Context: an optimization exercise on an open-source flow, tuned for small area and few clock cycles per item. The choices shown serve that exercise and are no tape-out recipe. Where RTL was checked, it was by simulation tests only, not by an equivalence proof against the original. Only the layout flow was run in runs 3 and 7; the RTL was not checked for function there. Power and IR drop assume default switching activity.

<file path="flow/design.v">
localparam int img_width  = 32;                    
localparam int img_height = 24;                    
localparam int col_bits = $clog2(img_width + 1);
localparam int row_bits = $clog2(img_height);      
localparam int pixel_bits = 8;                     
localparam int grad_bits  = 11;                    
localparam int mag_bits   = 22;                    
localparam logic [mag_bits-1:0] edge_threshold_sq = 22'd22500;
localparam logic [1:0] FILL  = 2'd0;
localparam logic [1:0] RUN   = 2'd1;
localparam logic [1:0] FLUSH = 2'd2;
`timescale 1ns/1ps
module sobel_top (
    input  logic       clk,
    input  logic       rst_n,
    input  logic       pix_valid,
    output logic       pix_ready,
    input  logic [7:0] pix,
    output logic       edge_valid,
    input  logic       edge_ready,
    output logic       edge_bit,
    output logic       edge_last       
);
    logic [255:0] ring_a;         
    logic [255:0] ring_b;         
    logic [4:0]   tapcol;         
    logic [4:0]   icol;           
    logic [4:0]   irow;           
    logic         fl;             
    logic [4:0]   fcol;           
    logic         fin;            
    logic [7:0]   ibuf;           
    logic         ibuf_v;
    logic [9:0]        v2, v1, v0;    
    logic [8:0]        d2, d1, d0;    
    logic              mk;            
    logic [7:0] tap_a, tap_b;
    logic       can_load, r0, r1, at_i, at_f, idle;
    logic       acc, wl, wf, fin_step, wsh, emit;
    logic [4:0] wc;
    assign tap_a = ring_a[255:248];
    assign tap_b = ring_b[255:248];
    assign can_load = !edge_valid || edge_ready;
    assign r0       = (irow == 5'd0);
    assign r1       = (irow == 5'd1);
    assign at_i     = (tapcol == icol);
    assign at_f     = (tapcol == fcol);
    assign idle     = r0 && (icol == 5'd0) && !fl;
    assign acc       = ibuf_v && at_i && (r0 ? (!fl || (fcol != icol) || can_load) : can_load);
    assign pix_ready = !ibuf_v || acc;
    assign wl       = acc && !r0;                  
    assign wf       = fl && at_f && can_load;      
    assign fin_step = fin && can_load;             
    assign wsh      = wl || wf || fin_step;
    assign wc       = fl ? fcol : (wl ? icol : 5'd0);    
    assign emit     = (wl && !(r1 && icol == 5'd0)) || wf || fin_step;
    logic [7:0]        top, bot;
    logic [9:0]        vn;
    logic [8:0]        dn;
    assign top = (fl || !(r0 || r1)) ? tap_b : 8'd0;
    assign bot = fl ? 8'd0 : ibuf;
    assign vn  = {2'b00, top} + {1'b0, tap_a, 1'b0} + {2'b00, bot};
    assign dn  = {1'b0, bot} - {1'b0, top};
    logic [10:0]        gx, gy;         
    logic [9:0]         ax, b;
    logic               sy;
    logic [7:0]         tq;
    logic [8:0]         cmp;
    assign gx = (mk ? 11'd0 : {1'b0, v2}) - {1'b0, v0};
    assign gy = {{2{d0[8]}}, d0} + {d1[8], d1, 1'b0} + (mk ? 11'd0 : {{2{d2[8]}}, d2});
    assign ax = gx[10] ? 10'(-gx) : gx[9:0];
    assign sy = gy[10];
    assign b  = gy[9:0] ^ {10{sy}};
    always_comb begin
        case (ax[7:0])
            8'd0: tq = 8'd150;
            8'd1: tq = 8'd149;
            8'd2: tq = 8'd149;
            8'd3: tq = 8'd149;
            8'd4: tq = 8'd149;
            8'd5: tq = 8'd149;
            8'd6: tq = 8'd149;
            8'd7: tq = 8'd149;
            8'd8: tq = 8'd149;
            8'd9: tq = 8'd149;
            8'd10: tq = 8'd149;
            8'd11: tq = 8'd149;
            8'd12: tq = 8'd149;
            8'd13: tq = 8'd149;
            8'd14: tq = 8'd149;
            8'd15: tq = 8'd149;
            8'd16: tq = 8'd149;
            8'd17: tq = 8'd149;
            8'd18: tq = 8'd148;
            8'd19: tq = 8'd148;
            8'd20: tq = 8'd148;
            8'd21: tq = 8'd148;
            8'd22: tq = 8'd148;
            8'd23: tq = 8'd148;
            8'd24: tq = 8'd148;
            8'd25: tq = 8'd147;
            8'd26: tq = 8'd147;
            8'd27: tq = 8'd147;
            8'd28: tq = 8'd147;
            8'd29: tq = 8'd147;
            8'd30: tq = 8'd146;
            8'd31: tq = 8'd146;
            8'd32: tq = 8'd146;
            8'd33: tq = 8'd146;
            8'd34: tq = 8'd146;
            8'd35: tq = 8'd145;
            8'd36: tq = 8'd145;
            8'd37: tq = 8'd145;
            8'd38: tq = 8'd145;
            8'd39: tq = 8'd144;
            8'd40: tq = 8'd144;
            8'd41: tq = 8'd144;
            8'd42: tq = 8'd144;
            8'd43: tq = 8'd143;
            8'd44: tq = 8'd143;
            8'd45: tq = 8'd143;
            8'd46: tq = 8'd142;
            8'd47: tq = 8'd142;
            8'd48: tq = 8'd142;
            8'd49: tq = 8'd141;
            8'd50: tq = 8'd141;
            8'd51: tq = 8'd141;
            8'd52: tq = 8'd140;
            8'd53: tq = 8'd140;
            8'd54: tq = 8'd139;
            8'd55: tq = 8'd139;
            8'd56: tq = 8'd139;
            8'd57: tq = 8'd138;
            8'd58: tq = 8'd138;
            8'd59: tq = 8'd137;
            8'd60: tq = 8'd137;
            8'd61: tq = 8'd137;
            8'd62: tq = 8'd136;
            8'd63: tq = 8'd136;
            8'd64: tq = 8'd135;
            8'd65: tq = 8'd135;
            8'd66: tq = 8'd134;
            8'd67: tq = 8'd134;
            8'd68: tq = 8'd133;
            8'd69: tq = 8'd133;
            8'd70: tq = 8'd132;
            8'd71: tq = 8'd132;
            8'd72: tq = 8'd131;
            8'd73: tq = 8'd131;
            8'd74: tq = 8'd130;
            8'd75: tq = 8'd129;
            8'd76: tq = 8'd129;
            8'd77: tq = 8'd128;
            8'd78: tq = 8'd128;
            8'd79: tq = 8'd127;
            8'd80: tq = 8'd126;
            8'd81: tq = 8'd126;
            8'd82: tq = 8'd125;
            8'd83: tq = 8'd124;
            8'd84: tq = 8'd124;
            8'd85: tq = 8'd123;
            8'd86: tq = 8'd122;
            8'd87: tq = 8'd122;
            8'd88: tq = 8'd121;
            8'd89: tq = 8'd120;
            8'd90: tq = 8'd120;
            8'd91: tq = 8'd119;
            8'd92: tq = 8'd118;
            8'd93: tq = 8'd117;
            8'd94: tq = 8'd116;
            8'd95: tq = 8'd116;
            8'd96: tq = 8'd115;
            8'd97: tq = 8'd114;
            8'd98: tq = 8'd113;
            8'd99: tq = 8'd112;
            8'd100: tq = 8'd111;
            8'd101: tq = 8'd110;
            8'd102: tq = 8'd109;
            8'd103: tq = 8'd109;
            8'd104: tq = 8'd108;
            8'd105: tq = 8'd107;
            8'd106: tq = 8'd106;
            8'd107: tq = 8'd105;
            8'd108: tq = 8'd104;
            8'd109: tq = 8'd103;
            8'd110: tq = 8'd101;
            8'd111: tq = 8'd100;
            8'd112: tq = 8'd99;
            8'd113: tq = 8'd98;
            8'd114: tq = 8'd97;
            8'd115: tq = 8'd96;
            8'd116: tq = 8'd95;
            8'd117: tq = 8'd93;
            8'd118: tq = 8'd92;
            8'd119: tq = 8'd91;
            8'd120: tq = 8'd90;
            8'd121: tq = 8'd88;
            8'd122: tq = 8'd87;
            8'd123: tq = 8'd85;
            8'd124: tq = 8'd84;
            8'd125: tq = 8'd82;
            8'd126: tq = 8'd81;
            8'd127: tq = 8'd79;
            8'd128: tq = 8'd78;
            8'd129: tq = 8'd76;
            8'd130: tq = 8'd74;
            8'd131: tq = 8'd73;
            8'd132: tq = 8'd71;
            8'd133: tq = 8'd69;
            8'd134: tq = 8'd67;
            8'd135: tq = 8'd65;
            8'd136: tq = 8'd63;
            8'd137: tq = 8'd61;
            8'd138: tq = 8'd58;
            8'd139: tq = 8'd56;
            8'd140: tq = 8'd53;
            8'd141: tq = 8'd51;
            8'd142: tq = 8'd48;
            8'd143: tq = 8'd45;
            8'd144: tq = 8'd42;
            8'd145: tq = 8'd38;
            8'd146: tq = 8'd34;
            8'd147: tq = 8'd29;
            8'd148: tq = 8'd24;
            8'd149: tq = 8'd17;
            8'd150: tq = 8'd0;
            default: tq = 8'd0;             
        endcase
    end
    assign cmp      = {1'b0, b[7:0]} + {1'b0, ~tq} + {8'd0, sy};
    assign edge_bit = (ax > 10'd150) || (|b[9:8]) || cmp[8];
    always_ff @(posedge clk) begin
        ring_a <= {ring_a[247:0], acc ? ibuf : tap_a};
        ring_b <= {ring_b[247:0], acc ? tap_a : tap_b};
    end
    always_ff @(posedge clk) begin
        if (pix_ready) ibuf <= pix;
        if (wsh) begin
            v2 <= vn;
            d2 <= dn;
            v1 <= v2;
            d1 <= d2;
            v0 <= (wc == 5'd1) ? 10'd0 : v1;      
            d0 <= (wc == 5'd1) ? 9'd0 : d1;
            mk <= (wc == 5'd0);
        end
        if (can_load && emit) edge_last <= fin_step;
    end
    always_ff @(posedge clk or negedge rst_n) begin
        if (!rst_n) begin
            tapcol     <= 5'd0;
            icol       <= 5'd0;
            irow       <= 5'd0;
            fl         <= 1'b0;
            fin        <= 1'b0;
            edge_valid <= 1'b0;
            ibuf_v     <= 1'b0;
        end else begin
            if (pix_ready) ibuf_v <= pix_valid;
            tapcol <= (idle && !acc) ? 5'd0 : tapcol + 5'd1;
            if (acc) begin
                icol <= icol + 5'd1;
                if (icol == 5'd31) begin
                    irow <= (irow == 5'd23) ? 5'd0 : irow + 5'd1;
                    if (irow == 5'd23) fl <= 1'b1;
                end
            end
            if (wf && fcol == 5'd31) begin
                fl  <= 1'b0;
                fin <= 1'b1;
            end else if (fin_step) begin
                fin <= 1'b0;
            end
            if (can_load) edge_valid <= emit;
        end
    end
    always_ff @(posedge clk) begin
        if (acc && icol == 5'd31 && irow == 5'd23) fcol <= 5'd0;
        else if (wf) fcol <= fcol + 5'd1;
    end
endmodule
</file>
<file path="flow/run.sh">
#!/bin/bash
# synth_recipe.tcl (not shown) runs the flow's synth.tcl, then flattens the netlist and writes it again
# the make line also repeats each setting of config.mk as NAME=value (left out here)
make -C /OpenROAD-flow-scripts/flow DESIGN_CONFIG=/design/flow/config.mk WORK_HOME=/design/flow/orfs CLKGATE_MAP_FILE= SYNTH_SCRIPT=/design/flow/synth_recipe.tcl finish
</file>
<file path="flow/config.mk">
export PLATFORM = sky130hd
export DESIGN_NAME = sobel_top
export DESIGN_NICKNAME = sobel_top
export VERILOG_FILES = /design/flow/design.v
export SDC_FILE = /design/flow/constraint.sdc
export NUM_CORES = 4
export LEC_CHECK = 0
export CAP_MARGIN = 20
export CORE_MARGIN = 2
export CORE_UTILIZATION = 40
export PLACE_DENSITY = 0.6
export SLEW_MARGIN = 20
</file>
<file path="flow/constraint.sdc">
create_clock -name core_clock -period 8.0 [get_ports {clk}]
set_input_delay 1.6000 -clock core_clock [delete_from_list [all_inputs] [get_ports {clk}]]
set_output_delay 1.6000 -clock core_clock [all_outputs]
set_load 0.01 [all_outputs]
</file>
==> impl_metrics.yaml, run 1 <==
timing:
  setup_viol: 0
  maxSlewViolCount: 0
  finalSetupTns_ns: 0
  min_period_ns: 7.452
  rsz0062_at_grt: "no"
  slew_headroom: 0.3938
  worst_pin_slew_ns: 0.9065
  max_freq_mhz: 134.2
  hold_violations: 0
  timing.final.crit_share: 0.9316
  setup_ws_ns: 0.5475
  finClkSkew_ns: 0.01884
critical_path:
  cp_common_cell: "ha_1"
  cp.required_ns: 6.40
  crit_chain: "nand2b_1 -> ha_1 -> fa_2 -> ha_4 -> inv_1 -> or3_4 -> mux2i_4 -> buf_4 -> a311oi_4 -> xnor2_4 -> o21ai_0 -> a221oi_1 -> o22a_1 -> ha_1 -> nand4_1 -> nor3_1 -> nor4b_1 -> o211ai_1 -> nor3b_1 -> a32oi_1 -> dlymetal6s2s_1"
  worst-setup-path-type: "register to output port"
  path_max_fanout: 8
  crit_slowest_cell: "fa_2"
  cp.arrival_ns: 5.85
  endpoint_kind: "output port"
  critical-path-max-stage-delay_ns: 0.67
  worstSetupStartpointType: "register"
  cp_num_buf_inv: 3
  critPathTopFamily: "simple AND/OR/NAND/NOR gates"
pwr:
  power_density_nw_per_um2: 278.2
  leakage_uw: 0.008153
  vdd_ir_drop_max_mv: 0.2471
grt:
  grt_max_degree: 56
  grt_pass1_vias: 9061
  grt.overflow.total: 0
  track_usage: 0.1249
  grt_pass1_wl_um: 46940
  antenna_found_initial: 0
synth:
  synth_area_sq_um: 17730
  synth_cell_types: 89
  synth_ff_type: "dfxtp_1"
  synth_warnings: 1
  synth-seq-area-share: 0.7190
  async_flop_share: 0.03167
  synth_nets: 1357
  synth-edff-count: 64
  syn_inst: 1264
  yosys_register_bits: 600
  avgSynthCellArea_sq_um: 14.03
floorplan:
  start_util: 0.4027
  die_h_um: 214.5
  die_x_um: 214.5
  fp.coreArea_sq_um: 44030
  rows: 77
  num_io_pins: 16
  dieArea_sq_um: 46020
clocking:
  clk_latency_ns: 0.56
  cts_buffer_depth: 3
  cts_tree: "built"
  clock-sinks: 600
  htreeDepth: 2
  path_clk_slew_ns: 0.06
  cts-buffers-inserted: 51
  hold_buffers: 0
  cts-root-buf: "clkbuf_16"
drt:
  first_pass_iters: 4
  routedWlPerCell_um: 14.45
  drtIter0Drc: 513
  vias: 8887
  drcViolationCount: 0
  totalWireLength_um: 28370
  via_per_inst: 4.527
  ant_nets: 0
hold_path:
  min_path_type: "register to register"
finish:
  multi_input_area_sq_um: 4683
  finish.utilization: 0.4640
  nets: 1421
  regArea_sq_um: 12750
  drive_above_1_share: 0.1240
  diodes: 0
  final_cell_mix: "dfxtp_1 (517), edfxtp_1 (64), ha_1 (59)"
  nFillCells: 3894
  final_common_cell: "dfxtp_1"
  area_growth_pct: 15.23
  fin_cells: 1963
flow_run:
  drv_cap: 0
placed_design:
  dp_hpwl_um: 18670
  placedCellCount: 1862
  place_ws_ns: 0.6018
  place_congestion: 0.8769
  numPortBuffers: 15
outcome:
  status: "complete, no violations"
==> synthesized netlist by cell type, drive strengths merged (16+ instances only) <==
library cell  count  area share
a21oi            39       0.012
edfxtp           64        0.11
mux2             17       0.011
and2             20      0.0071
nor2b            30       0.011
nand2            40      0.0088
o21ai            38       0.011
nand3            24      0.0068
dfrtp            19       0.027
inv              47       0.010
xnor2            37       0.020
nor3             20      0.0059
fa               20       0.023
dfxtp           517        0.58
nor2             48       0.010
ha               61       0.043
xor2             36       0.019
buf              16      0.0061
clkbuf           16      0.0035
==> timing repair <==
| action | CTS | global route |
|---|---|---|
| gates resized for setup | 1 | 12 |
| buffers inserted | 0 | 5 |
| endpoints found under the setup margin | 1 | 1 |
| pin swaps | 0 | 4 |
==> final timing paths <==
path / start / endpoint / slack, ns / depth (start not counted)
max in group asynchronous: rst_n / fl / 5.89 / 1
min: ring_b[79] / ring_b[87] / 0.32 / 0
min reg2reg: ring_b[79] / ring_b[87] / 0.32 / 0
max reg2reg: irow[2] / v2[9] / 4.26 / 15
min in group asynchronous: rst_n / tapcol[0] / 1.55 / 1
max: mk / edge_bit / 0.55 / 21
==> registers in the layout, summed over array words and instances, names as in the netlist, 5 cells and up <==
signal	flops
v1	10
v0	10
d1	8
ring_a	256
d0	8
ring_b	256
fcol	5
d2	8
irow	5
tapcol	5
icol	5
ibuf	8
v2	10
==> metal layers <==
| metal | part of all wire | up-vias | routed length [um] | GRT usage |
|---|---|---|---|---|
| li1 | - | 4441 | - | - |
| met1 | 0.50 | 4263 | 14210 | 0.1719 |
| met2 | 0.44 | 137 | 12570 | 0.1981 |
| met3 | 0.033 | 46 | 940 | 0.02057 |
| met4 | 0.023 | 0 | 652 | 0.04861 |
| met5 | 0 | - | 0 | 0 |
==> layout make-up <==
cell class,instances,share of cell area
Multi-Input combinational cell,584,0.2293
Timing Repair Buffer,43,0.01776
Tap cell,592,0.03626
Inverter,48,0.009432
Clock inverter,32,0.01648
Sequential cell,600,0.6240
Clock buffer,64,0.06682
==> stage by stage <==
step | total power (uW) | hold slack (ns) | area [sq um]
after floorplan | 3281 | 0.3096 | 17730
after global placement | 3319 | 0.3105 | 18620
after detailed placement | 3318 | 0.3121 | 18620
after CTS | 5753 | 0.3226 | 20330
after global routing | 5892 | 0.3218 | 20430
final | 5683 | 0.3201 | 20430
==> logic make-up after synthesis <==
group                      Yosys count  synth area share
buffers and inverters               80           0.02047
and+or+nand+nor                    228           0.06797
AOI/OAI and AO/OA                  181           0.07432
muxes                               21           0.01376
xor gates and xnor gates            73           0.03882
adders and majority gates           81           0.06564
DFF                                600            0.7190
==> power by group <==
part | total (uW) | switching (uW) | internal, uW | leakage (uW)
logic | 88.2 | 46.3 | 41.9 | 0.00232
registers | 3170 | 37.6 | 3130 | 0.00499
clock network | 2430 | 1040 | 1390 | 0.000845
total | 5680 | 1120 | 4560 | 0.00815
Testbench counts, summed over its fixed seeds: cycles 24,856, pixels 24,576.
==> run 2, diff against run 1 <==
--- a/flow/config.mk
+++ b/flow/config.mk
@@ -10,2 +10,4 @@
 export CORE_UTILIZATION = 40
+export CTS_BUF_LIST = sky130_fd_sc_hd__clkbuf_2 sky130_fd_sc_hd__clkbuf_4
+export CTS_CLUSTER_SIZE = 30
 export PLACE_DENSITY = 0.6
==> run 2 against run 1 <==
Against the previous run:
- still clean
- register-to-register slack about the same
- hold slack got worse by 0.022 ns
- final cell count increased by 7.7%
- critical path depth unchanged
- clock power decreased by 2%
- clock skew increased by 0.026 ns
- largest cell class unchanged
- largest power group unchanged
- highest routed layer unchanged
==> impl_metrics.yaml, run 2 <==
finish:
  final_cell_mix: "dfxtp_1 (517), clkbuf_4 (201), edfxtp_1 (64)"
  nets: 1513
  area_growth_pct: 16.42
  multi_input_area_sq_um: 4746
  largestRegisters: "ring_a (256), ring_b (256)"
  regArea_sq_um: 12750
  final_common_cell: "dfxtp_1"
  drive_above_1_share: 0.2032
  nFillCells: 3940
  fin_area_sq_um: 20640
critical_path:
  critical-path-max-stage-delay_ns: 0.59
  worst-setup-path-type: "register to output port"
  cp.arrival_ns: 5.98
  cp_common_cell: "ha_1"
  cp.required_ns: 6.40
  worstSetupStartpointType: "register"
  crit_slowest_cell: "fa_2"
  crit_chain: "nand2b_1 -> ha_1 -> fa_2 -> ha_4 -> inv_1 -> or3_4 -> mux2i_4 -> buf_4 -> a311oi_4 -> xnor2_4 -> o21ai_0 -> a221oi_1 -> o22a_1 -> ha_1 -> nand4_1 -> nor3_1 -> nor4b_1 -> o211ai_1 -> nor3b_1 -> a32oi_1 -> dlygate4sd2_1"
  endpoint_kind: "output port"
  critPathTopFamily: "simple AND/OR/NAND/NOR gates"
  path_max_fanout: 8
  cp_num_buf_inv: 3
outcome:
  status: "complete, no violations"
pwr:
  leakage_uw: 0.008413
  switchingPower_uw: 1156
  vdd_ir_drop_max_mv: 0.1746
  power_frac_seq: 0.560
  p_sw_frac: 0.2047
  comb_power_share: 0.016
  internal_power_uw: 4491
  clock_power_share: 0.424
  power_density_nw_per_um2: 273.6
synth:
  synth_warnings: 1
  synth_most_common_cell: "dfxtp_1"
  synth_xor_area_frac: 0.03882
  async_flop_share: 0.03167
  synth-seq-area-share: 0.7190
  synth_adder_area_share: 0.06564
  synth_mux_area_frac: 0.01376
  yosys_register_bits: 600
  synth_nets: 1357
  synth_ff_type: "dfxtp_1"
  synth_common_cells: "dfxtp_1 (517), edfxtp_1 (64), ha_1 (61)"
  syn_inst: 1264
  synthSimpleGateAreaFrac: 0.06797
  synth_cell_types: 89
  synth_area_sq_um: 17730
  synth_top_family_by_area: "compound AO/OA/AOI/OAI gates"
  synth-edff-count: 64
  synth_compound_area_frac: 0.07432
  yosys.area.top_type: "dfxtp_1"
  synth_top_area_share: 0.5838
  avgSynthCellArea_sq_um: 14.03
  synthTopCellsByArea: "dfxtp_1 (58%), edfxtp_1 (11%), ha_1 (4.3%)"
timing:
  setup_viol: 0
  rsz0062_at_grt: "no"
  min_period_ns: 7.583
  worst_pin_slew_ns: 0.9031
  hold_violations: 0
  maxSlewViolCount: 0
  slew_headroom: 0.3960
  finClkSkew_ns: 0.04518
  finalSetupTns_ns: 0
  timing.final.crit_share: 0.9478
  max_freq_mhz: 131.9
clocking:
  hold_buffers: 0
  path_clk_slew_ns: 0.07
  clk_latency_ns: 0.75
  clock-sinks: 600
  cts_tree: "built"
  cts_buffer_depth: 3
  htreeDepth: 4
  cts-root-buf: "clkbuf_4"
  cts-buffers-inserted: 138
floorplan:
  num_io_pins: 16
  fp.coreArea_sq_um: 44030
  die_x_um: 214.5
  die_h_um: 214.5
  start_util: 0.4027
  dieArea_sq_um: 46020
  rows: 77
grt:
  track_usage: 0.1319
  grt_pass1_vias: 10020
  grt_pass1_wl_um: 49340
  grt_max_degree: 56
  antenna_found_initial: 1
  grt.overflow.total: 0
drt:
  totalWireLength_um: 29330
  routedWlPerCell_um: 13.87
  drtIter0Drc: 393
  ant_nets: 0
  via_per_inst: 4.472
  drcViolationCount: 0
  vias: 9453
  first_pass_iters: 4
hold_path:
  min_path_type: "register to register"
placed_design:
  dp_hpwl_um: 18670
  place_congestion: 0.8769
  numPortBuffers: 15
  dpl_cell_area_sq_um: 18620
flow_run:
  drv_cap: 0
[run 2: cell count changes in the layout (fill, tap and decap cells not counted), sizes merged]
cell          before  now
dlygate4sd2        0    1
diode              0    1
clkinv            20   31
dlymetal6s2s       1    0
nand2             40   41
clkinvlp           1    2
inv               54   50
clkbuf            64  201
buf               28   32
[run 2: cell type report]
| type | instances | share of cell area |
|---|---|---|
| multi-input cells | 585 | 0.2299 |
| clock inverters | 40 | 0.01497 |
| clock buffers | 201 | 0.07311 |
| diodes | 1 | 0.0001212 |
| flip-flops and latches | 600 | 0.6176 |
| inverters | 48 | 0.009336 |
| repair buffers | 47 | 0.01903 |
| well taps | 592 | 0.03589 |
[run 2: power by group through the flow]
| stage | sequential [uW] | clock (uW) | combinational, uW |
|---|---|---|---|
| after CTS | 3170 | 2510 | 88.6 |
| after global routing | 3170 | 2650 | 99.7 |
| after detailed placement | 3230 | 0 | 87.0 |
| final | 3170 | 2390 | 88.7 |
| after global placement | 3230 | 0 | 86.1 |
| after floorplan | 3210 | 0 | 67.9 |
[run 2: final timing paths]
| kind | startpoint | endpoint | slack (ns) | cells after the start |
|---|---|---|---|---|
| setup / recovery | mk | edge_bit | 0.42 | 21 |
| hold / removal | ring_b[243] | ring_b[251] | 0.30 | 0 |
| setup reg to reg | irow[2] | v2[9] | 4.26 | 15 |
| hold reg to reg | ring_b[243] | ring_b[251] | 0.30 | 0 |
| max in group asynchronous | rst_n | tapcol[1] | 6.07 | 1 |
| min in group asynchronous | rst_n | tapcol[0] | 1.36 | 1 |
[run 2: cell families (layout without fill, tap and decap cells)]
group,Yosys count,in the layout
buffers and inverters,80,336
other,0,1
flip-flops,600,600
multiplexers,21,21
adder cells (fa/ha/maj),81,81
XOR/XNOR,73,73
AND/OR/NAND/NOR,228,229
AO/OA/AOI/OAI,181,181
[run 2: what timing repair did]
| action | CTS | global route |
|---|---|---|
| endpoints found under the setup margin | 1 | 1 |
| pin swaps | 4 | 11 |
| gates resized for setup | 7 | 14 |
| buffers inserted | 3 | 6 |
| gates cloned | 1 | 0 |
[run 2: stage by stage]
stage / util / worst slack [ns] / power [uW] / hold slack [ns] / cells
floorplan: - / 1.285 / 3281 / 0.3096 / 1264
global route: 0.4688 / 0.02419 / 5926 / 0.2945 / 2114
CTS: 0.4655 / 0.1117 / 5763 / 0.2908 / 2107
detailed placement: 0.4230 / 0.6018 / 3318 / 0.3121 / 1862
finish: 0.4688 / 0.4175 / 5647 / 0.2979 / 2114
global placement: 0.4230 / 0.6873 / 3319 / 0.3105 / 1862
[run 2: per-layer routing]
layer / GRT usage / wire length [um] / up-vias
li1: - / - / 4710
met1: 0.1702 / 14180 / 4522
met2: 0.2063 / 13400 / 165
met3: 0.03461 / 1074 / 56
met4: 0.06481 / 680 / 0
met5: 0 / 0 / -
==> run 3, diff against run 2 <==
--- a/flow/design.v
+++ b/flow/design.v
@@ -34,3 +34,3 @@
     logic [9:0]        v2, v1, v0;    
-    logic [8:0]        d2, d1, d0;    
+    logic signed [8:0] d2, d1, d0;    
     logic              mk;            
@@ -58,3 +58,3 @@
     logic [9:0]        vn;
-    logic [8:0]        dn;
+    logic signed [8:0] dn;
     assign top = (fl || !(r0 || r1)) ? tap_b : 8'd0;
@@ -62,4 +62,4 @@
     assign vn  = {2'b00, top} + {1'b0, tap_a, 1'b0} + {2'b00, bot};
-    assign dn  = {1'b0, bot} - {1'b0, top};
-    logic [10:0]        gx, gy;         
+    assign dn  = $signed({1'b0, bot}) - $signed({1'b0, top});
+    logic signed [10:0] gx, gy;
     logic [9:0]         ax, b;
@@ -68,4 +68,4 @@
     logic [8:0]         cmp;
-    assign gx = (mk ? 11'd0 : {1'b0, v2}) - {1'b0, v0};
-    assign gy = {{2{d0[8]}}, d0} + {d1[8], d1, 1'b0} + (mk ? 11'd0 : {{2{d2[8]}}, d2});
+    assign gx = (mk ? 11'sd0 : $signed({1'b0, v2})) - $signed({1'b0, v0});
+    assign gy = $signed(d0) + ($signed(d1) <<< 1) + (mk ? 9'sd0 : d2);
     assign ax = gx[10] ? 10'(-gx) : gx[9:0];
@@ -243,3 +243,3 @@
             v0 <= (wc == 5'd1) ? 10'd0 : v1;      
-            d0 <= (wc == 5'd1) ? 9'd0 : d1;
+            d0 <= (wc == 5'd1) ? 9'sd0 : d1;
             mk <= (wc == 5'd0);
--- a/flow/config.mk
+++ b/flow/config.mk
@@ -10,4 +10,2 @@
 export CORE_UTILIZATION = 40
-export CTS_BUF_LIST = sky130_fd_sc_hd__clkbuf_2 sky130_fd_sc_hd__clkbuf_4
-export CTS_CLUSTER_SIZE = 30
 export PLACE_DENSITY = 0.6
==> run 3 against run 2 <==
Against the previous run:
- still clean on timing, DRC and antenna
- flip-flop and latch count unchanged
- global-route usage fell by 1.4 points
- worst setup slack worse by 0.083 ns
- sequential share of layout area rose by 0.44 points
- critical path depth increased by 1
- routed wire length is 8.5% lower
- final area is 0.71% lower
- area after synthesis decreased by 0.44%
- first-iteration DRC count grew 33%
- largest power group unchanged
==> impl_metrics.yaml, run 3 <==
drt:
  ant_nets: 0
  via_per_inst: 4.521
  totalWireLength_um: 26840
  first_pass_iters: 5
  vias: 8889
  drcViolationCount: 0
  routedWlPerCell_um: 13.65
  drtIter0Drc: 521
clocking:
  cts_tree: "built"
  cts-buffers-inserted: 51
  clock-sinks: 600
  htreeDepth: 2
  clk_latency_ns: 0.57
  hold_buffers: 0
  cts-root-buf: "clkbuf_16"
  path_clk_slew_ns: 0.06
  cts_buffer_depth: 3
flow_run:
  drv_cap: 0
timing:
  finalSetupTns_ns: 0
  hold_violations: 0
  setup_viol: 0
  finClkSkew_ns: 0.01602
  worst_pin_slew_ns: 0.8851
  slew_headroom: 0.4045
  maxSlewViolCount: 0
  setup_ws_ns: 0.3346
  max_freq_mhz: 130.5
  timing.final.crit_share: 0.9582
  min_period_ns: 7.665
finish:
  final_cell_mix: "dfxtp_1 (517), edfxtp_1 (64), ha_1 (59)"
  nets: 1431
  drive_above_1_share: 0.1311
  largestRegisters: "ring_a (256), ring_b (256)"
  regArea_sq_um: 12750
  nFillCells: 3825
  diodes: 0
  area_growth_pct: 16.11
  final_common_cell: "dfxtp_1"
  finish.utilization: 0.4726
  multi_input_area_sq_um: 4766
floorplan:
  die_h_um: 214.1
  fp.coreArea_sq_um: 43360
  rows: 76
  start_util: 0.4071
  die_x_um: 214.1
  dieArea_sq_um: 45820
  num_io_pins: 16
grt:
  grt_max_degree: 56
  grt.overflow.total: 0
  antenna_found_initial: 0
  grt_pass1_vias: 8716
  track_usage: 0.1183
  grt_pass1_wl_um: 44690
synth:
  synth_most_common_cell: "dfxtp_1"
  synth_ff_type: "dfxtp_1"
  synth_nets: 1366
  synth_top_area_share: 0.5864
  async_flop_share: 0.03167
  yosys.area.top_type: "dfxtp_1"
  synth_adder_area_share: 0.06592
  synth-edff-count: 64
  synthSimpleGateAreaFrac: 0.06911
  synth_top_family_by_area: "simple AND/OR/NAND/NOR gates"
  synth_compound_area_frac: 0.06798
  avgSynthCellArea_sq_um: 13.87
  syn_inst: 1273
  synthTopCellsByArea: "dfxtp_1 (59%), edfxtp_1 (11%), ha_1 (4.3%)"
  synth-seq-area-share: 0.7222
  synth_cell_types: 87
  synth_warnings: 1
  synth_area_sq_um: 17650
  synth_mux_area_frac: 0.01432
  yosys_register_bits: 600
  synth_common_cells: "dfxtp_1 (517), edfxtp_1 (64), ha_1 (61)"
  synth_xor_area_frac: 0.04126
placed_design:
  dp_hpwl_um: 17370
  place_congestion: 0.8260
  numPortBuffers: 15
  place_ws_ns: 0.3728
critical_path:
  cp.arrival_ns: 6.07
  r2r-end: "v2[9]"
  r2r_start: "irow[2]"
  worst-r2r-setup-slack_ns: 4.15
  cp.required_ns: 6.40
  crit_chain: "nand2b_1 -> ha_1 -> fa_2 -> nand2b_2 -> a211oi_2 -> o21a_2 -> nor3_1 -> a21o_2 -> ha_2 -> mux2i_2 -> o21ai_2 -> a221oi_2 -> a211oi_1 -> a21oi_1 -> ha_1 -> a21o_1 -> a21oi_1 -> o21ai_0 -> or4_1 -> nor4_2 -> o211ai_2 -> clkdlybuf4s50_1"
  worst-setup-path-type: "register to output port"
  crit_slowest_cell: "clkdlybuf4s50_1"
  critical-path-max-stage-delay_ns: 0.50
  worstSetupStartpointType: "register"
  reg2regPathDepth: 15
  path_max_fanout: 7
  endpoint_kind: "output port"
pwr:
  switchingPower_uw: 1132
  leakage_uw: 0.008278
  internal_power_uw: 4505
  power_density_nw_per_um2: 275.1
  power_frac_seq: 0.562
  vdd_ir_drop_max_mv: 0.2206
  p_sw_frac: 0.2008
  p_total_uw: 5637
  clock_power_share: 0.423
  comb_power_share: 0.016
hold_path:
  holdPathEnd: "ring_a[204]"
  min_path_type: "register to register"
  min_from: "ring_a[196]"
  min_path_cells: 0
outcome:
  status: "complete, no violations"
[run 3: through the flow]
step | cells | hold slack, ns | area, sq um
2_1_floorplan | 1273 | 0.3096 | 17650
3_3_place_gp | 1857 | 0.3096 | 18500
3_5_place_dp | 1857 | 0.3121 | 18500
4_1_cts | 1953 | 0.3243 | 20200
5_1_grt | 1966 | 0.3263 | 20490
6_report | 1966 | 0.3153 | 20490
[run 3: repair_timing]
item,4_1_cts,5_1_grt
buffers inserted,0,12
gates resized for setup,5,27
pin swaps,0,4
hold endpoints to repair,0,0
endpoints found under the setup margin,1,1
[run 3: how the worst max path moves through the flow]
stage               slack, ns  endpoint  from
floorplan                1.25  edge_bit    mk
global placement         0.43  edge_bit    mk
detailed placement       0.37  edge_bit    mk
CTS                      0.05  edge_bit    mk
global route            -0.04  edge_bit    mk
finish                   0.33  edge_bit    mk
[run 3: kinds of logic (layout without fill, tap and decap cells)]
group / Yosys count / in the layout
multiplexers: 23 / 23
adder cells (fa/ha/maj): 81 / 81
flip-flops: 600 / 600
AO/OA/AOI/OAI: 176 / 176
AND/OR/NAND/NOR: 235 / 235
buffers and inverters: 80 / 188
XOR/XNOR: 78 / 78
[run 3: area by class of cell]
cell class,instances,area share
repair buffers,45,0.01929
clock buffers,70,0.06966
well taps,585,0.03572
inverters,47,0.008670
flip-flops and latches,600,0.6220
clock inverters,26,0.01209
multi-input cells,593,0.2326
[run 3: critical path, delay by kind of cell, from the launching register on]
| family | cells | cell delay, ns |
|---|---|---|
| flip-flops | 1 | 0.42 |
| AO/OA/AOI/OAI | 11 | 1.85 |
| adder cells (fa/ha/maj) | 4 | 1.42 |
| buffers and inverters | 1 | 0.50 |
| AND/OR/NAND/NOR | 5 | 1.21 |
| multiplexers | 1 | 0.10 |
[run 3: per-layer routing]
layer	vias up	share of wire	track usage
met1	4259	0.51	0.1719
met5	-	0	0
met3	56	0.033	0.02113
met4	0	0.026	0.04259
li1	4439	-	-
met2	135	0.43	0.1773
[run 3: power by group through the flow]
stage          clock network [uW]  logic, uW  registers (uW)
2_1_floorplan                   0       65.6            3210
3_3_place_gp                    0       83.8            3230
3_5_place_dp                    0       85.8            3230
4_1_cts                      2460       86.7            3170
5_1_grt                      2570        102            3170
6_report                     2380       87.6            3170
==> run 4, diff against run 3 <==
--- a/flow/design.v
+++ b/flow/design.v
@@ -33,9 +33,7 @@
     logic         ibuf_v;
-    logic [9:0]        v2, v1, v0;    
-    logic signed [8:0] d2, d1, d0;    
-    logic              mk;            
+    logic [9:0]        v1, v0;        
+    logic [8:0]        d1, d0;        
     logic [7:0] tap_a, tap_b;
     logic       can_load, r0, r1, at_i, at_f, idle;
-    logic       acc, wl, wf, fin_step, wsh, emit;
-    logic [4:0] wc;
+    logic       acc, wl, wf, fin_step, wsh, emit, col0, use_new;
     assign tap_a = ring_a[255:248];
@@ -52,5 +50,6 @@
     assign wf       = fl && at_f && can_load;      
-    assign fin_step = fin && can_load;             
-    assign wsh      = wl || wf || fin_step;
-    assign wc       = fl ? fcol : (wl ? icol : 5'd0);    
+    assign fin_step = fin && can_load;
+    assign wsh      = wl || wf;
+    assign col0     = fl ? (fcol == 5'd0) : (icol == 5'd0);    
+    assign use_new  = !col0 && !fin;               
     assign emit     = (wl && !(r1 && icol == 5'd0)) || wf || fin_step;
@@ -58,3 +57,3 @@
     logic [9:0]        vn;
-    logic signed [8:0] dn;
+    logic [8:0]        dn;
     assign top = (fl || !(r0 || r1)) ? tap_b : 8'd0;
@@ -62,4 +61,4 @@
     assign vn  = {2'b00, top} + {1'b0, tap_a, 1'b0} + {2'b00, bot};
-    assign dn  = $signed({1'b0, bot}) - $signed({1'b0, top});
-    logic signed [10:0] gx, gy;
+    assign dn  = {1'b0, bot} - {1'b0, top};
+    logic [10:0]        gx, gy;         
     logic [9:0]         ax, b;
@@ -68,4 +67,5 @@
     logic [8:0]         cmp;
-    assign gx = (mk ? 11'sd0 : $signed({1'b0, v2})) - $signed({1'b0, v0});
-    assign gy = $signed(d0) + ($signed(d1) <<< 1) + (mk ? 9'sd0 : d2);
+    logic               is_edge;
+    assign gx = (use_new ? {1'b0, vn} : 11'd0) - {1'b0, v0};
+    assign gy = {{2{d0[8]}}, d0} + {d1[8], d1, 1'b0} + (use_new ? {{2{dn[8]}}, dn} : 11'd0);
     assign ax = gx[10] ? 10'(-gx) : gx[9:0];
@@ -230,3 +230,3 @@
     assign cmp      = {1'b0, b[7:0]} + {1'b0, ~tq} + {8'd0, sy};
-    assign edge_bit = (ax > 10'd150) || (|b[9:8]) || cmp[8];
+    assign is_edge  = (ax > 10'd150) || (|b[9:8]) || cmp[8];
     always_ff @(posedge clk) begin
@@ -238,11 +238,11 @@
         if (wsh) begin
-            v2 <= vn;
-            d2 <= dn;
-            v1 <= v2;
-            d1 <= d2;
-            v0 <= (wc == 5'd1) ? 10'd0 : v1;      
-            d0 <= (wc == 5'd1) ? 9'sd0 : d1;
-            mk <= (wc == 5'd0);
+            v1 <= vn;
+            d1 <= dn;
+            v0 <= col0 ? 10'd0 : v1;              
+            d0 <= col0 ? 9'd0 : d1;
         end
-        if (can_load && emit) edge_last <= fin_step;
+        if (can_load && emit) begin
+            edge_bit  <= is_edge;
+            edge_last <= fin_step;
+        end
     end
--- a/flow/config.mk
+++ b/flow/config.mk
@@ -10,2 +10,5 @@
 export CORE_UTILIZATION = 40
+export CTS_BUF_LIST = sky130_fd_sc_hd__clkbuf_16
+export CTS_CLUSTER_DIAMETER = 60
+export CTS_CLUSTER_SIZE = 30
 export PLACE_DENSITY = 0.6
==> run 4 against run 3 <==
Against the previous run:
- via count down 4.9%
- maximum frequency rose by 3.2%
- hold slack better by 0.0046 ns
- clock skew up 0.013 ns
- global-route usage grew 0.48 points
- largest cell class unchanged
- highest routed layer unchanged
==> impl_metrics.yaml, run 4 <==
outcome:
  status: "complete, no violations"
synth:
  synth_common_cells: "dfxtp_1 (517), ha_1 (61), nand2_1 (52)"
  synth_most_common_cell: "dfxtp_1"
  synth_cell_types: 71
  avgSynthCellArea_sq_um: 13.67
  synth-seq-area-share: 0.7186
  synth_nets: 1336
  async_flop_share: 0.03265
  synth_area_sq_um: 16990
  synthTopCellsByArea: "dfxtp_1 (61%), edfxtp_1 (8.1%), ha_1 (4.5%)"
  yosys_register_bits: 582
  synth_warnings: 1
  synth-edff-count: 46
  synth_ff_type: "dfxtp_1"
  yosys.area.top_type: "dfxtp_1"
  synth_top_area_share: 0.6093
  syn_inst: 1243
drt:
  drtIter0Drc: 316
  drcViolationCount: 0
  vias: 8450
  via_per_inst: 4.590
  ant_nets: 0
  totalWireLength_um: 26760
  first_pass_iters: 4
  routedWlPerCell_um: 14.53
clocking:
  htreeDepth: 1
  hold_buffers: 0
  cts-root-buf: "clkbuf_16"
  clk_latency_ns: 0.58
  cts-buffers-inserted: 28
  path_clk_slew_ns: 0.10
  clock-sinks: 582
  cts_tree: "built"
  cts_buffer_depth: 3
grt:
  antenna_found_initial: 0
  grt.overflow.total: 0
  grt_max_degree: 37
  grt_pass1_wl_um: 44190
  track_usage: 0.1231
  grt_pass1_vias: 8480
timing:
  hold_ws_ns: 0.3199
  min_period_ns: 7.429
  hold_violations: 0
  setup_viol: 0
  max_freq_mhz: 134.6
  finClkSkew_ns: 0.02916
  setup_ws_ns: 0.5708
  timing.final.crit_share: 0.9287
  maxSlewViolCount: 0
  worst_pin_slew_ns: 1.131
  slew_headroom: 0.2443
placed_design:
  place_ws_ns: 0.005705
  place_congestion: 0.8201
  dp_hpwl_um: 18070
  numPortBuffers: 15
  placedCellCount: 1796
floorplan:
  start_util: 0.4050
  dieArea_sq_um: 44130
  die_h_um: 210.1
  num_io_pins: 16
  die_x_um: 210.1
  fp.coreArea_sq_um: 41950
  rows: 75
critical_path:
  worstSetupStartpointType: "register"
  worst-r2r-setup-slack_ns: 0.57
  worst-setup-path-type: "register to register"
  cp.required_ns: 8.29
  critical-path-max-stage-delay_ns: 0.50
  crit_slowest_cell: "fa_1"
  cp.arrival_ns: 7.72
  path_max_fanout: 12
  endpoint_kind: "register"
  reg2regPathDepth: 36
finish:
  final_common_cell: "dfxtp_1"
  final_cell_mix: "dfxtp_1 (517), ha_1 (57), nand2_1 (49)"
  area_growth_pct: 12.25
  nets: 1381
  finish.utilization: 0.4546
  diodes: 0
  largestRegisters: "ring_a (256), ring_b (256)"
  drive_above_1_share: 0.1029
  fin_cells: 1841
flow_run:
  drv_cap: 0
hold_path:
  min_path_type: "register to register"
  min_path_cells: 0
pwr:
  power_density_nw_per_um2: 345.1
  leakage_uw: 0.007657
  vdd_ir_drop_max_mv: 0.1947
  p_total_uw: 6581
## run 4: cell types whose count changed in the layout (fill, tap and decap cells not counted), sizes merged, moves of 8 or more
cell / before / now
nor2b: 29 / 16
and3b: 1 / 12
edfxtp: 64 / 46
xnor2: 48 / 34
clkbuf: 70 / 28
clkinv: 18 / 8
and2: 21 / 30
o21ai: 39 / 31
## run 4: final timing paths
| check | startpoint | endpoint |
|---|---|---|
| min in group asynchronous | rst_n | tapcol[3] |
| setup / recovery | irow[2] | edge_bit |
| max in group asynchronous | rst_n | irow[2] |
| setup reg to reg | irow[2] | edge_bit |
| hold / removal | ring_b[4] | ring_b[12] |
| hold reg to reg | ring_b[4] | ring_b[12] |
## run 4: routing by layer
layer,part of all wire,up-vias,wire [um],GRT usage
met5,0,-,0,0
met4,0.029,0,765,0.04280
met3,0.026,51,697,0.01594
met2,0.43,108,11560,0.1901
met1,0.51,4023,13730,0.1784
li1,-,4268,-,-
## run 4: critical path, delay by kind of cell, from the launching register on
family / cells / cell delay, ns
AO/OA/AOI/OAI: 18 / 2.93
flip-flops: 1 / 0.45
buffers and inverters: 4 / 0.32
adder cells (fa/ha/maj): 5 / 1.61
AND/OR/NAND/NOR: 9 / 1.84
## run 4: what timing repair did
item	in CTS	in global routing
resized for setup	1	45
setup buffers	0	1
endpoints found under the setup margin	1	1
pin swaps	0	9
## run 4: area by class of cell
| class | instances | area (sq um) |
|---|---|---|
| fillers | 3670 | 22880 |
| flip-flops and latches | 582 | 12210 |
| multi-input cells | 578 | 4607 |
| clock buffers | 28 | 700.7 |
| well taps | 539 | 674.4 |
| repair buffers | 52 | 444.2 |
| clock inverters | 16 | 255.2 |
| inverters | 46 | 177.7 |
## run 4: power by group
part           leakage (uW)  internal, uW  total [uW]  switching [uW]
sequential          0.00481          3010        3050            36.2
clock              0.000468           725        1660             931
combinational       0.00238           787        1880            1090
total               0.00766          4520        6580            2060
## run 4: logic make-up after synthesis
family                     Yosys count  share of synthesized area
adders and majority gates           81                    0.06850
xor gates and xnor gates            70                    0.03653
and+or+nand+nor                    235                    0.07284
muxes                               23                    0.01554
buffers and inverters               83                    0.01974
DFF                                582                     0.7186
AOI/OAI and AO/OA                  169                    0.06828
## run 4: metrics by stage
stage / TNS (ns) / cell area, sq um
floorplan: 0 / 16990
global placement: 0 / 17940
detailed placement: 0 / 17940
CTS: 0 / 18900
global route: -0.02850 / 19070
finish: 0 / 19070
Testbench counts of run 4, summed over its fixed seeds: cycles 24,856, pixels 24,576.
==> run 5, diff against run 4 <==
--- a/flow/config.mk
+++ b/flow/config.mk
@@ -7,9 +7,9 @@
 export LEC_CHECK = 0
-export CAP_MARGIN = 20
+export CAP_MARGIN = 0
 export CORE_MARGIN = 2
 export CORE_UTILIZATION = 40
-export CTS_BUF_LIST = sky130_fd_sc_hd__clkbuf_16
+export CTS_BUF_LIST = sky130_fd_sc_hd__clkbuf_8
 export CTS_CLUSTER_DIAMETER = 60
-export CTS_CLUSTER_SIZE = 30
+export CTS_CLUSTER_SIZE = 18
 export PLACE_DENSITY = 0.6
-export SLEW_MARGIN = 20
+export SLEW_MARGIN = 0
==> run 5 against run 4 <==
Against the previous run:
- critical path type unchanged
- critical path depth decreased by 2
- still clean
- first-iteration DRC count decreased by 3.8%
- register-to-register slack got worse by 0.02 ns
- worst setup slack got worse by 0.018 ns
- final cell count increased by 0.65%
- global-route usage increased by 0.13 points
- core utilization decreased by 0.58 points
==> impl_metrics.yaml, run 5 <==
clocking:
  hold_buffers: 0
  path_clk_slew_ns: 0.10
  htreeDepth: 2
  cts_tree: "built"
  clk_latency_ns: 0.59
  cts_buffer_depth: 3
  clock-sinks: 582
  cts-buffers-inserted: 41
  cts-root-buf: "clkbuf_8"
placed_design:
  placedCellCount: 1796
  numPortBuffers: 15
  place_congestion: 0.8201
  dp_hpwl_um: 18070
critical_path:
  endpoint_kind: "register"
  critPathTopFamily: "compound AO/OA/AOI/OAI gates"
  crit_slowest_cell: "fa_1"
  critical-path-max-stage-delay_ns: 0.50
  path_max_fanout: 15
  cp_num_buf_inv: 4
  cp.required_ns: 8.29
  worstSetupStartpointType: "register"
  cp.arrival_ns: 7.74
  worst-setup-path-type: "register to register"
synth:
  synth-edff-count: 46
  synth_common_cells: "dfxtp_1 (517), ha_1 (61), nand2_1 (52)"
  synth_ff_type: "dfxtp_1"
  synth_cell_types: 71
  synth_warnings: 1
  yosys.area.top_type: "dfxtp_1"
  synth-seq-area-share: 0.7186
  async_flop_share: 0.03265
  synth_area_sq_um: 16990
  syn_inst: 1243
  synth_most_common_cell: "dfxtp_1"
  avgSynthCellArea_sq_um: 13.67
  yosys_register_bits: 582
  synth_top_area_share: 0.6093
  synth_nets: 1336
  synthTopCellsByArea: "dfxtp_1 (61%), edfxtp_1 (8.1%), ha_1 (4.5%)"
timing:
  slew_headroom: 0.2420
  setup_viol: 0
  timing.final.crit_share: 0.9309
  maxSlewViolCount: 0
  max_freq_mhz: 134.3
  min_period_ns: 7.447
  worst_pin_slew_ns: 1.135
  finClkSkew_ns: 0.02463
  hold_violations: 0
finish:
  nets: 1396
  finish.utilization: 0.4487
  regArea_sq_um: 12210
  nFillCells: 3710
  drive_above_1_share: 0.1088
  fin_cells: 1853
  multi_input_area_sq_um: 4604
  final_cell_mix: "dfxtp_1 (517), ha_1 (57), nand2_1 (49)"
  final_common_cell: "dfxtp_1"
  diodes: 0
  largestRegisters: "ring_a (256), ring_b (256)"
  area_growth_pct: 10.81
drt:
  routedWlPerCell_um: 14.50
  totalWireLength_um: 26880
  first_pass_iters: 5
  ant_nets: 0
  drcViolationCount: 0
  vias: 8485
  drtIter0Drc: 304
  via_per_inst: 4.579
pwr:
  switchingPower_uw: 1969
  vdd_ir_drop_max_mv: 0.2041
  p_total_uw: 6297
  internal_power_uw: 4328
  power_density_nw_per_um2: 334.5
  p_sw_frac: 0.3127
  clock_power_share: 0.220
  leakage_uw: 0.007572
  power_frac_seq: 0.484
  comb_power_share: 0.296
grt:
  antenna_found_initial: 0
  grt_pass1_vias: 8580
  grt.overflow.total: 0
  busiest_layer: "met2"
  use_met1: 0.1765
  grt_max_degree: 37
  grt_pass1_wl_um: 44350
  track_usage: 0.1244
  met3_usage: 0.02294
  use_met2: 0.1898
floorplan:
  die_x_um: 210.1
  dieArea_sq_um: 44130
  rows: 75
  num_io_pins: 16
  die_h_um: 210.1
  fp.coreArea_sq_um: 41950
  start_util: 0.4050
outcome:
  status: "complete, no violations"
flow_run:
  drv_cap: 0
hold_path:
  min_path_type: "register to register"
[run 5: power groups by stage]
| stage | sequential (uW) | clock (uW) | combinational (uW) |
|---|---|---|---|
| final | 3050 | 1390 | 1860 |
| after global routing | 3060 | 1560 | 2090 |
| after CTS | 3050 | 1450 | 1800 |
| after detailed placement | 3110 | 0 | 1780 |
| after global placement | 3110 | 0 | 1830 |
| after floorplan | 3100 | 0 | 1260 |
[run 5: final timing paths]
path                            from         end  slack, ns  cells after the start
max                          irow[2]    edge_bit       0.55                     34
min                        ring_b[4]  ring_b[12]       0.32                      0
max reg2reg                  irow[2]    edge_bit       0.55                     34
min reg2reg                ring_b[4]  ring_b[12]       0.32                      0
max in group asynchronous      rst_n     irow[2]       5.88                      1
min in group asynchronous      rst_n   tapcol[3]       1.51                      1
[run 5: per-stage QoR]
step | area (sq um) | hold WS, ns | setup WS, ns | setup TNS [ns]
final | 18820 | 0.3187 | 0.5526 | 0
after global routing | 18820 | 0.3176 | -0.03610 | -0.03610
after CTS | 18640 | 0.3189 | 0.02414 | 0
after detailed placement | 17940 | 0.3121 | 0.005705 | 0
after global placement | 17940 | 0.3101 | 0.2182 | 0
after floorplan | 16990 | 0.3096 | 0.5680 | 0
[run 5: timing repair]
item                                    CTS  global route
buffers inserted                          0             3
pin swaps                                 0             8
hold endpoints to repair                  0             0
gates resized for setup                   1            42
endpoints found under the setup margin    1             1
[run 5: cell type report]
cell class              count  area share
flip-flops and latches    582      0.6486
multi-input cells         578      0.2446
well taps                 539     0.03583
clock buffers              42     0.03071
repair buffers             54     0.02420
inverters                  46    0.009439
clock inverters            12    0.006581
[run 5: worst reg2reg max path: cells and delay by family (launching register included)]
| family | cells | cell delay (ns) |
|---|---|---|
| flip-flops | 1 | 0.46 |
| buffers and inverters | 4 | 0.43 |
| AND/OR/NAND/NOR | 7 | 1.65 |
| adder cells (fa/ha/maj) | 5 | 1.58 |
| AO/OA/AOI/OAI | 18 | 3.05 |
[run 5: kinds of logic (layout without fill, tap and decap cells)]
kind of cell / count (synthesis) / count (layout) / share of synthesized area
compound gates: 169 / 169 / 0.06828
flops: 582 / 582 / 0.7186
mux: 23 / 23 / 0.01554
fa+ha+maj: 81 / 81 / 0.06850
simple gates: 235 / 235 / 0.07284
xor+xnor: 70 / 70 / 0.03653
buf+inv: 83 / 154 / 0.01974
[run 5: layer usage]
layer  part of all wire  up-vias
met2               0.43      139
met5                  0        -
met1               0.51     3992
met4              0.029        0
met3              0.034       55
li1                   -     4299
==> run 6, diff against run 5 <==
--- a/flow/config.mk
+++ b/flow/config.mk
@@ -7,3 +7,3 @@
 export LEC_CHECK = 0
-export CAP_MARGIN = 0
+export CAP_MARGIN = 20
 export CORE_MARGIN = 2
@@ -14,2 +14,2 @@
 export PLACE_DENSITY = 0.6
-export SLEW_MARGIN = 0
+export SLEW_MARGIN = 20
==> run 6 against run 5 <==
Against the previous run:
- highest routed layer unchanged
- power unchanged
- clock-buffer cell count unchanged
- first-iteration DRC count is the same
- die area unchanged
- largest cell class unchanged
- clock power about the same
==> impl_metrics.yaml, run 6 <==
outcome:
  status: "complete, no violations"
timing:
  timing.final.crit_share: 0.9309
  hold_violations: 0
  min_period_ns: 7.447
  finalSetupTns_ns: 0
  slew_headroom: 0.2420
  hold_ws_ns: 0.3187
  worst_pin_slew_ns: 1.135
  maxSlewViolCount: 0
  setup_ws_ns: 0.5526
  setup_viol: 0
  finClkSkew_ns: 0.02463
  max_freq_mhz: 134.3
critical_path:
  endpoint_kind: "register"
  path_max_fanout: 15
  worstSetupStartpointType: "register"
  crit_slowest_cell: "fa_1"
  cp_num_buf_inv: 4
  worst-r2r-setup-slack_ns: 0.55
  cp.required_ns: 8.29
  critPathTopFamily: "compound AO/OA/AOI/OAI gates"
  worst-setup-path-type: "register to register"
  cp.arrival_ns: 7.74
  critical-path-max-stage-delay_ns: 0.50
floorplan:
  dieArea_sq_um: 44130
  num_io_pins: 16
  die_h_um: 210.1
  fp.coreArea_sq_um: 41950
  die_x_um: 210.1
  start_util: 0.4050
  rows: 75
synth:
  synth_mux_area_frac: 0.01554
  synth_compound_area_frac: 0.06828
  async_flop_share: 0.03265
  synth-seq-area-share: 0.7186
  syn_inst: 1243
  synth_adder_area_share: 0.06850
  synth_xor_area_frac: 0.03653
  synth_common_cells: "dfxtp_1 (517), ha_1 (61), nand2_1 (52)"
  synth_area_sq_um: 16990
  avgSynthCellArea_sq_um: 13.67
  synth_top_family_by_area: "simple AND/OR/NAND/NOR gates"
  synth_nets: 1336
  synth_ff_type: "dfxtp_1"
  synth_warnings: 1
  synth-edff-count: 46
  yosys_register_bits: 582
  synthSimpleGateAreaFrac: 0.07284
  synth_most_common_cell: "dfxtp_1"
  yosys.area.top_type: "dfxtp_1"
  synthTopCellsByArea: "dfxtp_1 (61%), edfxtp_1 (8.1%), ha_1 (4.5%)"
  synth_cell_types: 71
  synth_top_area_share: 0.6093
finish:
  fin_cells: 1853
  nets: 1396
  final_common_cell: "dfxtp_1"
  finish.utilization: 0.4487
  largestRegisters: "ring_a (256), ring_b (256)"
  area_growth_pct: 10.81
  diodes: 0
  final_cell_mix: "dfxtp_1 (517), ha_1 (57), nand2_1 (49)"
  drive_above_1_share: 0.1088
pwr:
  clock_power_share: 0.220
  power_frac_seq: 0.484
  p_sw_frac: 0.3127
  switchingPower_uw: 1969
  leakage_uw: 0.007572
  vdd_ir_drop_max_mv: 0.2041
  comb_power_share: 0.296
  internal_power_uw: 4328
  power_density_nw_per_um2: 334.5
drt:
  drcViolationCount: 0
  dr_wl_met3_um: 920
  wl_met2_um: 11600
  totalWireLength_um: 26880
  highest_layer: "met4"
  via_per_inst: 4.579
  vias: 8485
  ant_nets: 0
  routedWlPerCell_um: 14.50
  wl_met1_um: 13590
  first_pass_iters: 5
  drtIter0Drc: 304
clocking:
  htreeDepth: 2
  path_clk_slew_ns: 0.10
  clock-sinks: 582
  cts_tree: "built"
  clk_latency_ns: 0.59
  cts-buffers-inserted: 41
  cts-root-buf: "clkbuf_8"
  cts_buffer_depth: 3
flow_run:
  drv_cap: 0
placed_design:
  placedCellCount: 1796
  dp_hpwl_um: 18070
  place_ws_ns: 0.005705
  numPortBuffers: 15
  place_congestion: 0.8201
grt:
  grt_pass1_vias: 8580
  grt_max_degree: 37
  grt.overflow.total: 0
  track_usage: 0.1244
  grt_pass1_wl_um: 44350
  antenna_found_initial: 0
hold_path:
  min_path_type: "register to register"
run 6: cell families (layout without fill, tap and decap cells):
family / after synthesis / count (layout)
xor gates and xnor gates: 70 / 70
AOI/OAI and AO/OA: 169 / 169
muxes: 23 / 23
adders and majority gates: 81 / 81
and+or+nand+nor: 235 / 235
buffers and inverters: 83 / 154
DFF: 582 / 582
run 6: final timing paths:
path | startpoint | end | cells after the start
worst max-delay path | irow[2] | edge_bit | 34
worst min-delay path | ring_b[4] | ring_b[12] | 0
worst max register to register | irow[2] | edge_bit | 34
worst min register to register | ring_b[4] | ring_b[12] | 0
max in group asynchronous | rst_n | irow[2] | 1
min in group asynchronous | rst_n | tapcol[3] | 1
run 6: repair_timing:
action / 4_1_cts / 5_1_grt
hold buffers: 0 / 0
buffers inserted: 0 / 3
gates resized for setup: 1 / 42
setup endpoints to repair: 1 / 1
pin swaps: 0 / 8
endpoints found under the hold margin: 0 / 0
run 6: per-layer routing:
layer / global-route usage / vias up
li1: - / 4299
met1: 0.1765 / 3992
met2: 0.1898 / 139
met3: 0.02294 / 55
met4: 0.04696 / 0
met5: 0 / -
run 6: per-stage QoR:
| stage | area, sq um | total power [uW] |
|---|---|---|
| floorplan | 16990 | 4362 |
| global placement | 17940 | 4943 |
| detailed placement | 17940 | 4899 |
| CTS | 18640 | 6298 |
| global route | 18820 | 6710 |
| finish | 18820 | 6297 |
run 6: layout make-up:
type                       instances  area, sq um
fill                            3710        23120
sequential                       582        12210
multi-input combinational        578         4604
tap                              539        674.4
clock buffer                      42        578.1
timing repair buffer              54        455.4
inverter                          46        177.7
clock inverter                    12        123.9
run 6: power by group through the flow:
stage / combinational, uW / sequential [uW] / clock, uW
after global routing: 2090 / 3060 / 1560
after floorplan: 1260 / 3100 / 0
after global placement: 1830 / 3110 / 0
after CTS: 1800 / 3050 / 1450
after detailed placement: 1780 / 3110 / 0
final: 1860 / 3050 / 1390
run 6: worst reg2reg max path: cells and delay by family, from the launching register on:
family | cells | cell delay, ns
and+or+nand+nor | 7 | 1.65
DFF | 1 | 0.46
adders and majority gates | 5 | 1.58
AOI/OAI and AO/OA | 18 | 3.05
buffers and inverters | 4 | 0.43
==> run 7, diff against run 6 <==
--- a/flow/design.v
+++ b/flow/design.v
@@ -27,5 +27,4 @@
     logic [4:0]   icol;           
-    logic [4:0]   irow;           
+    logic [4:0]   rf;             
     logic         fl;             
-    logic [4:0]   fcol;           
     logic         fin;            
@@ -41,8 +40,8 @@
     assign can_load = !edge_valid || edge_ready;
-    assign r0       = (irow == 5'd0);
-    assign r1       = (irow == 5'd1);
+    assign r0       = fl || (rf == 5'd0);
+    assign r1       = !fl && (rf == 5'd1);
     assign at_i     = (tapcol == icol);
-    assign at_f     = (tapcol == fcol);
+    assign at_f     = (tapcol == rf);
     assign idle     = r0 && (icol == 5'd0) && !fl;
-    assign acc       = ibuf_v && at_i && (r0 ? (!fl || (fcol != icol) || can_load) : can_load);
+    assign acc       = ibuf_v && at_i && (r0 ? (!fl || (rf != icol) || can_load) : can_load);
     assign pix_ready = !ibuf_v || acc;
@@ -52,3 +51,3 @@
     assign wsh      = wl || wf;
-    assign col0     = fl ? (fcol == 5'd0) : (icol == 5'd0);    
+    assign col0     = fl ? (rf == 5'd0) : (icol == 5'd0);    
     assign use_new  = !col0 && !fin;               
@@ -58,3 +57,3 @@
     logic [8:0]        dn;
-    assign top = (fl || !(r0 || r1)) ? tap_b : 8'd0;
+    assign top = (fl || rf > 5'd1) ? tap_b : 8'd0;
     assign bot = fl ? 8'd0 : ibuf;
@@ -250,5 +249,4 @@
         if (!rst_n) begin
-            tapcol     <= 5'd0;
             icol       <= 5'd0;
-            irow       <= 5'd0;
+            rf         <= 5'd0;
             fl         <= 1'b0;
@@ -259,11 +257,16 @@
             if (pix_ready) ibuf_v <= pix_valid;
-            tapcol <= (idle && !acc) ? 5'd0 : tapcol + 5'd1;
-            if (acc) begin
-                icol <= icol + 5'd1;
-                if (icol == 5'd31) begin
-                    irow <= (irow == 5'd23) ? 5'd0 : irow + 5'd1;
-                    if (irow == 5'd23) fl <= 1'b1;
+            if (acc) icol <= icol + 5'd1;
+            if (acc && icol == 5'd31) begin
+                if (fl) begin
+                    rf <= 5'd1;                   
+                end else if (rf == 5'd23) begin
+                    rf <= 5'd0;                   
+                    fl <= 1'b1;
+                end else begin
+                    rf <= rf + 5'd1;
                 end
+            end else if (wf) begin
+                rf <= rf + 5'd1;                  
             end
-            if (wf && fcol == 5'd31) begin
+            if (wf && rf == 5'd31) begin
                 fl  <= 1'b0;
@@ -277,4 +280,3 @@
     always_ff @(posedge clk) begin
-        if (acc && icol == 5'd31 && irow == 5'd23) fcol <= 5'd0;
-        else if (wf) fcol <= fcol + 5'd1;
+        tapcol <= (idle && !acc) ? 5'd0 : tapcol + 5'd1;
     end
--- a/flow/config.mk
+++ b/flow/config.mk
@@ -11,4 +11,4 @@
 export CTS_BUF_LIST = sky130_fd_sc_hd__clkbuf_8
-export CTS_CLUSTER_DIAMETER = 60
-export CTS_CLUSTER_SIZE = 18
+export CTS_CLUSTER_DIAMETER = 50
+export CTS_CLUSTER_SIZE = 22
 export PLACE_DENSITY = 0.6
==> run 7 against run 6 <==
Against the previous run:
- power shrank 2.1%
- combinational power is 11% lower
- routed wire length up 1.3%
- critical path depth fell by 2
- critical path type unchanged
- largest cell class unchanged
- largest power group unchanged
==> impl_metrics.yaml, run 7 <==
grt:
  grt.overflow.total: 0
  grt_max_degree: 31
  antenna_found_initial: 1
  track_usage: 0.1256
  grt_pass1_vias: 8435
  grt_pass1_wl_um: 44460
pwr:
  power_density_nw_per_um2: 330.1
  comb_power_share: 0.269
  leakage_uw: 0.007591
  power_frac_seq: 0.492
  clock_power_share: 0.238
  switchingPower_uw: 1933
  vdd_ir_drop_max_mv: 0.2073
  p_sw_frac: 0.3134
  internal_power_uw: 4234
timing:
  setup_viol: 0
  worst_pin_slew_ns: 0.8856
  hold_violations: 0
  min_period_ns: 7.429
  timing.final.crit_share: 0.9286
  max_freq_mhz: 134.6
  slew_headroom: 0.4078
  maxSlewViolCount: 0
  setup_ws_ns: 0.5713
  finClkSkew_ns: 0.02065
floorplan:
  dieArea_sq_um: 44040
  num_io_pins: 16
  fp.coreArea_sq_um: 41850
  rows: 75
  die_h_um: 209.9
  die_x_um: 209.9
  start_util: 0.4050
synth:
  synth_common_cells: "dfxtp_1 (517), ha_1 (59), inv_1 (52)"
  async_flop_share: 0.02426
  synth-seq-area-share: 0.7127
  synthTopCellsByArea: "dfxtp_1 (61%), edfxtp_1 (8.1%), ha_1 (4.4%)"
  yosys_register_bits: 577
  synth_ff_type: "dfxtp_1"
  synth-edff-count: 46
  synth_nets: 1343
  yosys.area.top_type: "dfxtp_1"
  synth_top_area_share: 0.6106
  avgSynthCellArea_sq_um: 13.54
  synth_area_sq_um: 16950
  synth_warnings: 1
  synth_most_common_cell: "dfxtp_1"
  syn_inst: 1252
  synth_cell_types: 78
clocking:
  cts_tree: "built"
  clock-sinks: 577
  cts-buffers-inserted: 37
  cts-root-buf: "clkbuf_8"
  postCtsSetupBuffers: 0
  htreeDepth: 2
  clk_latency_ns: 0.59
  path_clk_slew_ns: 0.12
  cts_buffer_depth: 3
placed_design:
  dp_hpwl_um: 18740
  place_ws_ns: 0.3209
  placedCellCount: 1794
  place_congestion: 0.8783
  numPortBuffers: 15
finish:
  largestRegisters: "ring_a (256), ring_b (256), v1 (10)"
  drive_above_1_share: 0.09146
  finish.utilization: 0.4464
  nets: 1386
  final_cell_mix: "dfxtp_1 (517), ha_1 (58), inv_1 (55)"
  diodes: 0
  fin_cells: 1851
  area_growth_pct: 10.22
  final_common_cell: "dfxtp_1"
outcome:
  status: "complete, no violations"
critical_path:
  cp.required_ns: 8.32
  critPathTopFamily: "compound AO/OA/AOI/OAI gates"
  cp_num_buf_inv: 5
  r2r-end: "edge_bit"
  cp.arrival_ns: 7.75
  endpoint_kind: "register"
  reg2regPathDepth: 32
  path_max_fanout: 7
  crit_slowest_cell: "or3_1"
  r2r_start: "rf[1]"
  worst-path-stages: 32
  worst-setup-path-type: "register to register"
  worstSetupStartpointType: "register"
  cp-startpoint: "rf[1]"
  worst-r2r-setup-slack_ns: 0.57
  crit_end: "edge_bit"
  critical-path-max-stage-delay_ns: 0.58
drt:
  via_per_inst: 4.620
  routedWlPerCell_um: 14.71
  vias: 8552
  ant_nets: 0
  first_pass_iters: 5
  totalWireLength_um: 27230
  drcViolationCount: 0
  drtIter0Drc: 515
hold_path:
  min_path_type: "register to register"
flow_run:
  drv_cap: 0
run 7: cell types whose count changed after synthesis, moves of 7 or more:
cell,change
and3b_1,-11
xor2_1,-13
inv_1,+8
a21oi_1,-7
and3_1,+12
run 7: how the worst min path moves through the flow:
stage	startpoint	end	slack, ns	depth (start not counted)
floorplan	ring_a[92]	ring_a[100]	0.31	0
global placement	ring_b[32]	ring_b[40]	0.31	0
detailed placement	ring_a[58]	ring_a[66]	0.31	0
CTS	ring_a[224]	ring_a[232]	0.31	0
global route	ring_b[96]	ring_b[104]	0.32	0
finish	ring_a[224]	ring_a[232]	0.32	0
run 7: area by class of cell:
type	instances	area, sq um
tap	539	674.4
inverter	52	195.2
sequential	577	12080
multi-input combinational	589	4588
fill	3857	23170
timing repair buffer	38	342.8
clock inverter	14	220.2
clock buffer	42	578.1
run 7: cells by family after synthesis:
kind of cell             Yosys count  synth area share
adder cells (fa/ha/maj)           81           0.06835
AND/OR/NAND/NOR                  229           0.07042
flip-flops                       577            0.7127
AO/OA/AOI/OAI                    197           0.08215
XOR/XNOR                          61           0.03196
multiplexers                      21           0.01380
buffers and inverters             86           0.02059
run 7: per-layer routing:
layer,track usage,vias up,wire length (um),share of wire
met5,0,-,13,0.00048
met4,0.03962,2,547,0.020
met3,0.02559,45,1165,0.043
met2,0.2011,142,12140,0.45
met1,0.1718,4035,13360,0.49
li1,-,4328,-,-
run 7: timing repair:
item                                   CTS  global route
setup endpoints to repair                0             1
gates resized for setup                  0            14
hold buffers                             0             0
endpoints found under the hold margin    0             0
run 7: metrics by stage:
step	power, uW	hold slack, ns	cell area (sq um)	TNS (ns)
2_1_floorplan	4279	0.3096	16950	0
3_3_place_gp	4782	0.3104	17800	0
3_5_place_dp	4722	0.3121	17830	0
4_1_cts	6204	0.3128	18630	0
5_1_grt	6541	0.3179	18680	-0.04940
6_report	6167	0.3178	18680	0
run 7: power by group through the flow:
stage | logic [uW] | clock network [uW] | registers [uW]
2_1_floorplan | 1200 | 0 | 3080
3_3_place_gp | 1680 | 0 | 3100
3_5_place_dp | 1620 | 0 | 3100
4_1_cts | 1630 | 1530 | 3040
5_1_grt | 1860 | 1630 | 3050
6_report | 1660 | 1470 | 3040

[afterwards: timing with drivers on the ports]
In the flow no input, the clock included, has a driving cell. The finished layouts below were timed again as built, in two steps. Step 1 assumes that a clkbuf_16 drives the clock port and a buf_2 every other input. Step 2 moves the port delays by t, midway between the first and last clock arrival at a register: inputs arrive t later, outputs are due t later. That takes back most of the time a late clock gives input paths. Slacks: ideal ports / drivers / drivers and shift; pairs: ideal ports / drivers.
run | t, ns | slack for setup (ns) | worst hold slack (ns) | clock arrival spread, ns
run 1 | 0.606 | 0.548 / 0.496 / 1.102 | 0.320 / 0.320 / 0.320 | 0.020 / 0.020
run 2 | 0.764 | 0.417 / 0.375 / 1.138 | 0.298 / 0.298 / 0.298 | 0.049 / 0.049
run 3 | 0.612 | 0.335 / 0.287 / 0.899 | 0.315 / 0.315 / 0.315 | 0.019 / 0.018
run 4 | 0.621 | 0.571 / 0.571 / 0.571 | 0.320 / 0.320 / 0.320 | 0.031 / 0.031
run 5 | 0.619 | 0.553 / 0.553 / 0.553 | 0.319 / 0.319 / 0.319 | 0.025 / 0.025
run 6 | 0.619 | 0.553 / 0.553 / 0.553 | 0.319 / 0.319 / 0.319 | 0.025 / 0.025
run 7 | 0.621 | 0.571 / 0.571 / 0.571 | 0.318 / 0.318 / 0.318 | 0.030 / 0.030
After both steps setup and hold are still met in every run listed.
